Source: an optimization exercise on an open RTL-to-GDS flow (aim: small area, a short achievable clock period and few clock cycles). Production flows keep margins and buffers that such runs may drop. RTL that was checked went through simulation tests only; none was proved equivalent to the original. Power and IR drop assume default switching activity.

==> flow/design.v (excerpt) <==
module ml_ops_top (
  input  logic              clk_i,
  input  logic              rst_i,
  input  logic              ml_ops_enable_i,
  input  logic              loading_data_i,
  input  logic              relu_en_i,
  input  logic              dotp_en_i,
  input  logic              ex_ready_i,
  input  ml_ops_pkg::addr_t operand_a_addr_i,
  input  ml_ops_pkg::len_t  operand_b_size_i,
  input  ml_ops_pkg::word_t mem_rd_data_i,
  output ml_ops_pkg::word_t reg_wr_data_o,
  output ml_ops_pkg::word_t mem_wr_data_o,
  output ml_ops_pkg::addr_t mem_addr_o,
  output logic              mem_rd_en_o,
  output logic              mem_wr_en_o,
  output logic              reg_wr_en_o,
  output logic              ml_op_done_o,
  output logic              ml_ready_o
);
Settings: LEC_CHECK=0, CAP_MARGIN=20, CORE_MARGIN=2, CORE_UTILIZATION=40, SLEW_MARGIN=20; clock period 9.0 ns.
standard.sh (not shown) runs the stock make flow with config.mk's settings and CLKGATE_MAP_FILE= SYNTH_SCRIPT=/design/flow/synth_recipe.tcl, a recipe that flattens the netlist after the stock synthesis.
==> flow/flow/run.sh <==
#!/bin/bash
# The standard layout, with stronger port buffers and setup repair aimed
# below the clock period (same clock, same constraints).
export BUFFER_PORTS_ARGS="-buffer_cell sky130_fd_sc_hd__buf_4"
export SETUP_SLACK_MARGIN=6.0
export ABC_CLOCK_PERIOD_IN_PS=3000
bash standard.sh > standard_run.log 2>&1
Testbench counts at the start, summed over its fixed seeds: cycles 45,209.
==> next run, changes <==
--- a/flow/design.v
+++ b/flow/design.v
@@ -717,48 +717,52 @@
   localparam logic [3:0] RW1  = 4'd5;
   localparam logic [3:0] RW2  = 4'd6;
   localparam logic [3:0] DA   = 4'd7;
   localparam logic [3:0] DB   = 4'd8;
   localparam logic [3:0] T1   = 4'd9;
   localparam logic [3:0] T2   = 4'd10;
   localparam logic [3:0] T3   = 4'd11;
   localparam logic [3:0] T4   = 4'd12;
   localparam logic [3:0] T5   = 4'd13;
   localparam logic [3:0] FIN  = 4'd14;
+  localparam logic [3:0] DS   = 4'd15;
   logic [3:0]  st_q, st_d;
   logic        rd_d, wr_d, done_d, regwr_d, ready_d;
   logic        relu_q;
+  logic        same;
+  logic        sq_q;
   logic        last_q;
   logic [15:0] rem_q;
   logic        rem_dec;
   logic        rem_one;
   logic        inc;
   logic [31:0] cur_q, oth_q, cur_nx;
   logic [31:0] a_q;
   logic [31:0] x_q;
   logic [7:0]  one_q, two_q, neg_q;
   logic [31:0] p_q, q_q, r_q, p_nx, q_nx, r_nx;
   logic [31:0] s_q, c_q, sa, ca, c1s, c1c, c2s, c2c, c3s, c3c;
   logic        v1_q, v2_q;
   logic        inc_q, clr_q, sum_q;
   assign rem_one = (rem_q == 16'd1);
+  assign same    = (operand_a_addr_i == oth_q);
   always_comb begin
     st_d    = st_q;
     rd_d    = 1'b0;
     wr_d    = 1'b0;
     done_d  = 1'b0;
     regwr_d = 1'b0;
     rem_dec = 1'b0;
     case (st_q)
       IDLE: if (loading_data_i) st_d = LD2;
       LD2: begin
-        st_d = relu_q ? RR1 : DA;
+        st_d = relu_q ? RR1 : same ? DS : DA;
         rd_d = 1'b1;
       end
       RR1: begin
         rem_dec = 1'b1;
         if (rem_one) begin
           st_d = RBUB;
         end else begin
           st_d = RR2;
           rd_d = 1'b1;
         end
@@ -788,23 +792,31 @@
       end
       DB: begin
         rem_dec = 1'b1;
         if (rem_one) begin
           st_d = T1;
         end else begin
           st_d = DA;
           rd_d = 1'b1;
         end
       end
+      DS: begin
+        rem_dec = 1'b1;
+        if (rem_one) begin
+          st_d = T1;
+        end else begin
+          rd_d = 1'b1;
+        end
+      end
       T1: st_d = T2;
       T2: st_d = T3;
-      T3: st_d = T4;
+      T3: st_d = sq_q ? T5 : T4;
       T4: st_d = T5;
       T5: begin
         st_d    = FIN;
         regwr_d = 1'b1;
         done_d  = 1'b1;
       end
       default: st_d = FIN;
     endcase
     if (ml_op_done_o) begin
       st_d    = ex_ready_i ? IDLE : FIN;
@@ -832,71 +844,76 @@
       ml_ready_o   <= 1'b1;
       v1_q         <= 1'b0;
       v2_q         <= 1'b0;
     end else begin
       st_q         <= st_d;
       mem_rd_en_o  <= rd_d;
       mem_wr_en_o  <= wr_d;
       reg_wr_en_o  <= regwr_d;
       ml_op_done_o <= done_d;
       ml_ready_o   <= ready_d;
-      v1_q         <= ml_ops_enable_i && (st_q == DB);
+      v1_q         <= ml_ops_enable_i && (st_q == DB || st_q == DS);
       v2_q         <= ml_ops_enable_i && v1_q;
     end
   end
   always_ff @(posedge clk_i) begin
-    inc_q <= (st_d == RR1) || (st_d == RW1);
+    inc_q <= (st_d == RR1) || (st_d == RW1) || (st_d == DS);
     clr_q <= (st_d == LD2);
     sum_q <= (st_d == T5);
   end
   always_ff @(posedge clk_i) begin
     if (st_q == IDLE) begin
       relu_q <= relu_en_i;
       rem_q  <= operand_b_size_i[15:0];
     end else if (rem_dec) begin
       rem_q  <= rem_q - 16'd1;
     end
     if (st_q == RR2) begin
       last_q <= rem_one;
     end
+    if (st_q == LD2) begin
+      sq_q <= same;
+    end
   end
   assign inc    = inc_q;
   assign cur_nx = {cur_q[31:2] + 30'd1, cur_q[1:0]};
   always_ff @(posedge clk_i) begin
     cur_q <= inc ? cur_nx : oth_q;
     if (st_q == IDLE || st_q == LD2) begin
       oth_q <= operand_a_addr_i;
     end else if (!inc) begin
       oth_q <= cur_nx;
     end
   end
   assign mem_addr_o = cur_q;
   logic [16:0] yraw;
   logic [7:0]  one_d, two_d, neg_d;
   logic        yv;
-  assign yv = ml_ops_enable_i && (v1_q || v2_q);
+  assign yv = ml_ops_enable_i && (v1_q || (v2_q && !sq_q));
   always_comb begin
     yraw = v1_q ? {mem_rd_data_i[15:0], 1'b0} : a_q[31:15];
     for (int r = 0; r < 8; r++) begin
       one_d[r] = yv && (yraw[2*r+1] ^ yraw[2*r]);
       two_d[r] = yv && ((yraw[2*r+2] && !yraw[2*r+1] && !yraw[2*r]) ||
                         (!yraw[2*r+2] && yraw[2*r+1] && yraw[2*r]));
       neg_d[r] = yv && yraw[2*r+2] && !(yraw[2*r+1] && yraw[2*r]);
     end
   end
   always_ff @(posedge clk_i) begin
     if (sum_q) begin
       a_q <= s_q + c_q;
     end else begin
       a_q <= mem_rd_data_i & ~{32{relu_q && mem_rd_data_i[31]}};
     end
-    if (v1_q) begin
+    if (v1_q && sq_q) begin
+      x_q <= {mem_rd_data_i[30:15], mem_rd_data_i[15:0]};
+    end else if (v1_q) begin
       x_q <= a_q;
     end else begin
       x_q <= {x_q[15:0], 16'd0};
     end
     one_q <= one_d;
     two_q <= two_d;
     neg_q <= neg_d;
     p_q   <= p_nx;
     q_q   <= q_nx;
     r_q   <= r_nx;
The new run finished with timing, DRC and antenna clean.
Wire length is higher by a few percent.
First-iteration DRC count rises by a quarter to a third.
Die area rises by a few percent.
Register-to-register slack is better by 0.02 ns.
Critical path depth fell by 1.
Final cell count rises by a few percent.
Synthesized cell count goes up by a little under a tenth.
Hold slack improves by 0.052 ns.
Setup slack gets worse by 0.073 ns.
Core utilization rose by 0.40 points.
Global-route usage went down by 0.81 points.
Via count goes up by a few percent.
No functional check of the RTL was part of the second run of this note.

* * *

Setup of the previous run:
ml_ops_top, a different RTL version from the one above (not shown whole).
Size in the first run: ~2200 cells after synthesis, ~330 flip-flops, about 200 I/O pins, roughly 22000 sq um of cells after synthesis.
Settings: LEC_CHECK=0, CAP_MARGIN=20, CORE_MARGIN=2, CORE_UTILIZATION=60, CTS_CLUSTER_DIAMETER=120, CTS_CLUSTER_SIZE=24, SLEW_MARGIN=20; clock period 9.0 ns.
Scripts as last shown in full above: flow/flow/run.sh
The previous run | status: complete | timing, DRC, antenna: pass
The following lists how the current run was set up differently from the previous run:
-- flow/design.v --
<<< the previous run, line 757
  localparam logic [3:0] T5   = 4'd13;
  localparam logic [3:0] FIN  = 4'd14;
  localparam logic [3:0] DS   = 4'd15;
  logic [3:0]  st_q, st_d;
  logic        rd_d, wr_d, done_d, regwr_d, ready_d;
>>> the current run, line 757
  localparam logic [3:0] T5   = 4'd13;
  localparam logic [3:0] FIN  = 4'd14;
  logic [3:0]  st_q, st_d;
  logic        rd_d, wr_d, done_d, regwr_d, ready_d;
<<< the previous run, line 788
      IDLE: if (loading_data_i) st_d = LD2;
      LD2: begin
        st_d = relu_q ? RR1 : same ? DS : DA;
        rd_d = 1'b1;
      end
>>> the current run, line 787
      IDLE: if (loading_data_i) st_d = LD2;
      LD2: begin
        st_d = relu_q ? RR1 : DA;
        rd_d = 1'b1;
      end
<<< the previous run, line 820
      end
      DA: begin
        st_d = DB;
        rd_d = 1'b1;
      end
      DB: begin
>>> the current run, line 819
      end
      DA: begin
        if (!sq_q) begin
          st_d = DB;
          rd_d = 1'b1;
        end else begin
          rem_dec = 1'b1;
          if (rem_one) begin
            st_d = T1;
          end else begin
            rd_d = 1'b1;
          end
        end
      end
      DB: begin
<<< the previous run, line 829
        end else begin
          st_d = DA;
          rd_d = 1'b1;
        end
      end
      DS: begin
        rem_dec = 1'b1;
        if (rem_one) begin
          st_d = T1;
        end else begin
          rd_d = 1'b1;
        end
>>> the current run, line 837
        end else begin
          st_d = DA;
          rd_d = 1'b1;
        end
<<< the previous run, line 884
      ml_op_done_o <= done_d;
      ml_ready_o   <= ready_d;
      v1_q         <= ml_ops_enable_i && (st_q == DB || st_q == DS);
      v2_q         <= ml_ops_enable_i && v1_q;
    end
  end
  always_ff @(posedge clk_i) begin
    inc_q <= (st_d == RR1) || (st_d == RW1) || (st_d == DS);
    clr_q <= (st_d == LD2);
    sum_q <= (st_d == T5);
>>> the current run, line 884
      ml_op_done_o <= done_d;
      ml_ready_o   <= ready_d;
      v1_q         <= ml_ops_enable_i && (st_q == DB || (st_q == DA && sq_q));
      v2_q         <= ml_ops_enable_i && v1_q;
    end
  end
  always_ff @(posedge clk_i) begin
    inc_q <= (st_d == RR1) || (st_d == RW1);
    clr_q <= (st_d == LD2);
    sum_q <= (st_d == T5);
<<< the previous run, line 905
    if (st_q == LD2) begin
      sq_q <= same;
    end
  end
  assign inc    = inc_q;
  assign cur_nx = {cur_q[31:2] + 30'd1, cur_q[1:0]};
  always_ff @(posedge clk_i) begin
>>> the current run, line 905
    if (st_q == LD2) begin
      sq_q <= same;
    end else if (st_q == IDLE) begin
      sq_q <= 1'b0;
    end
  end
  assign inc    = inc_q || sq_q;
  assign cur_nx = {cur_q[31:2] + 30'd1, cur_q[1:0]};
  always_ff @(posedge clk_i) begin
Against the previous run, the current run reports a via count that is higher.
Comparing the current run against the previous run, there is no change at all in post-CTS setup-driven buffer insertion count.
Sort the current run and the previous run by number of fillers in the final layout, descending, and the previous run comes first.
The current run -> the previous run: CTS buffer count delta 0, exact match
The previous run → the current run: non-clock buffer count lower, setup slack of the critical path after layout higher, power after layout higher, number of nets in the final layout lower.
Of the two candidates, the previous run has the worse worst hold-check slack and the current run the better one.
Final cell area: the current run below the previous run
For the previous run, the slowest cell on the critical path was sky130_fd_sc_hd__dfxtp_2, unlike the current run, where it was sky130_fd_sc_hd__dfstp_2.
No run of this note included a check of the RTL's function; only the layout flow was run.

## re-timing with driven ports
Ports are ideal in the flow. The routed layouts listed here were re-timed in OpenROAD. Step 1 sets driving cells, clkbuf_16 on the clock port and buf_2 on the other inputs (assumed; they add their load-dependent delay and slew). Step 2 times the ports against the registers' clock, not the clock port: input delays grow and output delays shrink by t, the midpoint of the rising clock arrivals with the driver on. Three values: ideal, step 1, step 2; two values: the first two.
run	shift t [ns]	slack for setup (ns)	worst slew at a driven data input, ns	pins driven straight from the clock port
the first run of note 1	0.622	6.017 / 5.966 / 5.752	0.07	1
the second run of note 1	0.635	5.944 / 5.946 / 5.334	0.10	1
the previous run	0.577	6.014 / 5.961 / 5.484	0.08	1
the current run	0.585	6.018 / 5.962 / 5.612	0.09	1
After both steps every run listed still meets setup and hold. The setup slack of the second run of note 1, which loses most, moves by +0.002 ns with the drivers and by -0.610 ns with both steps.
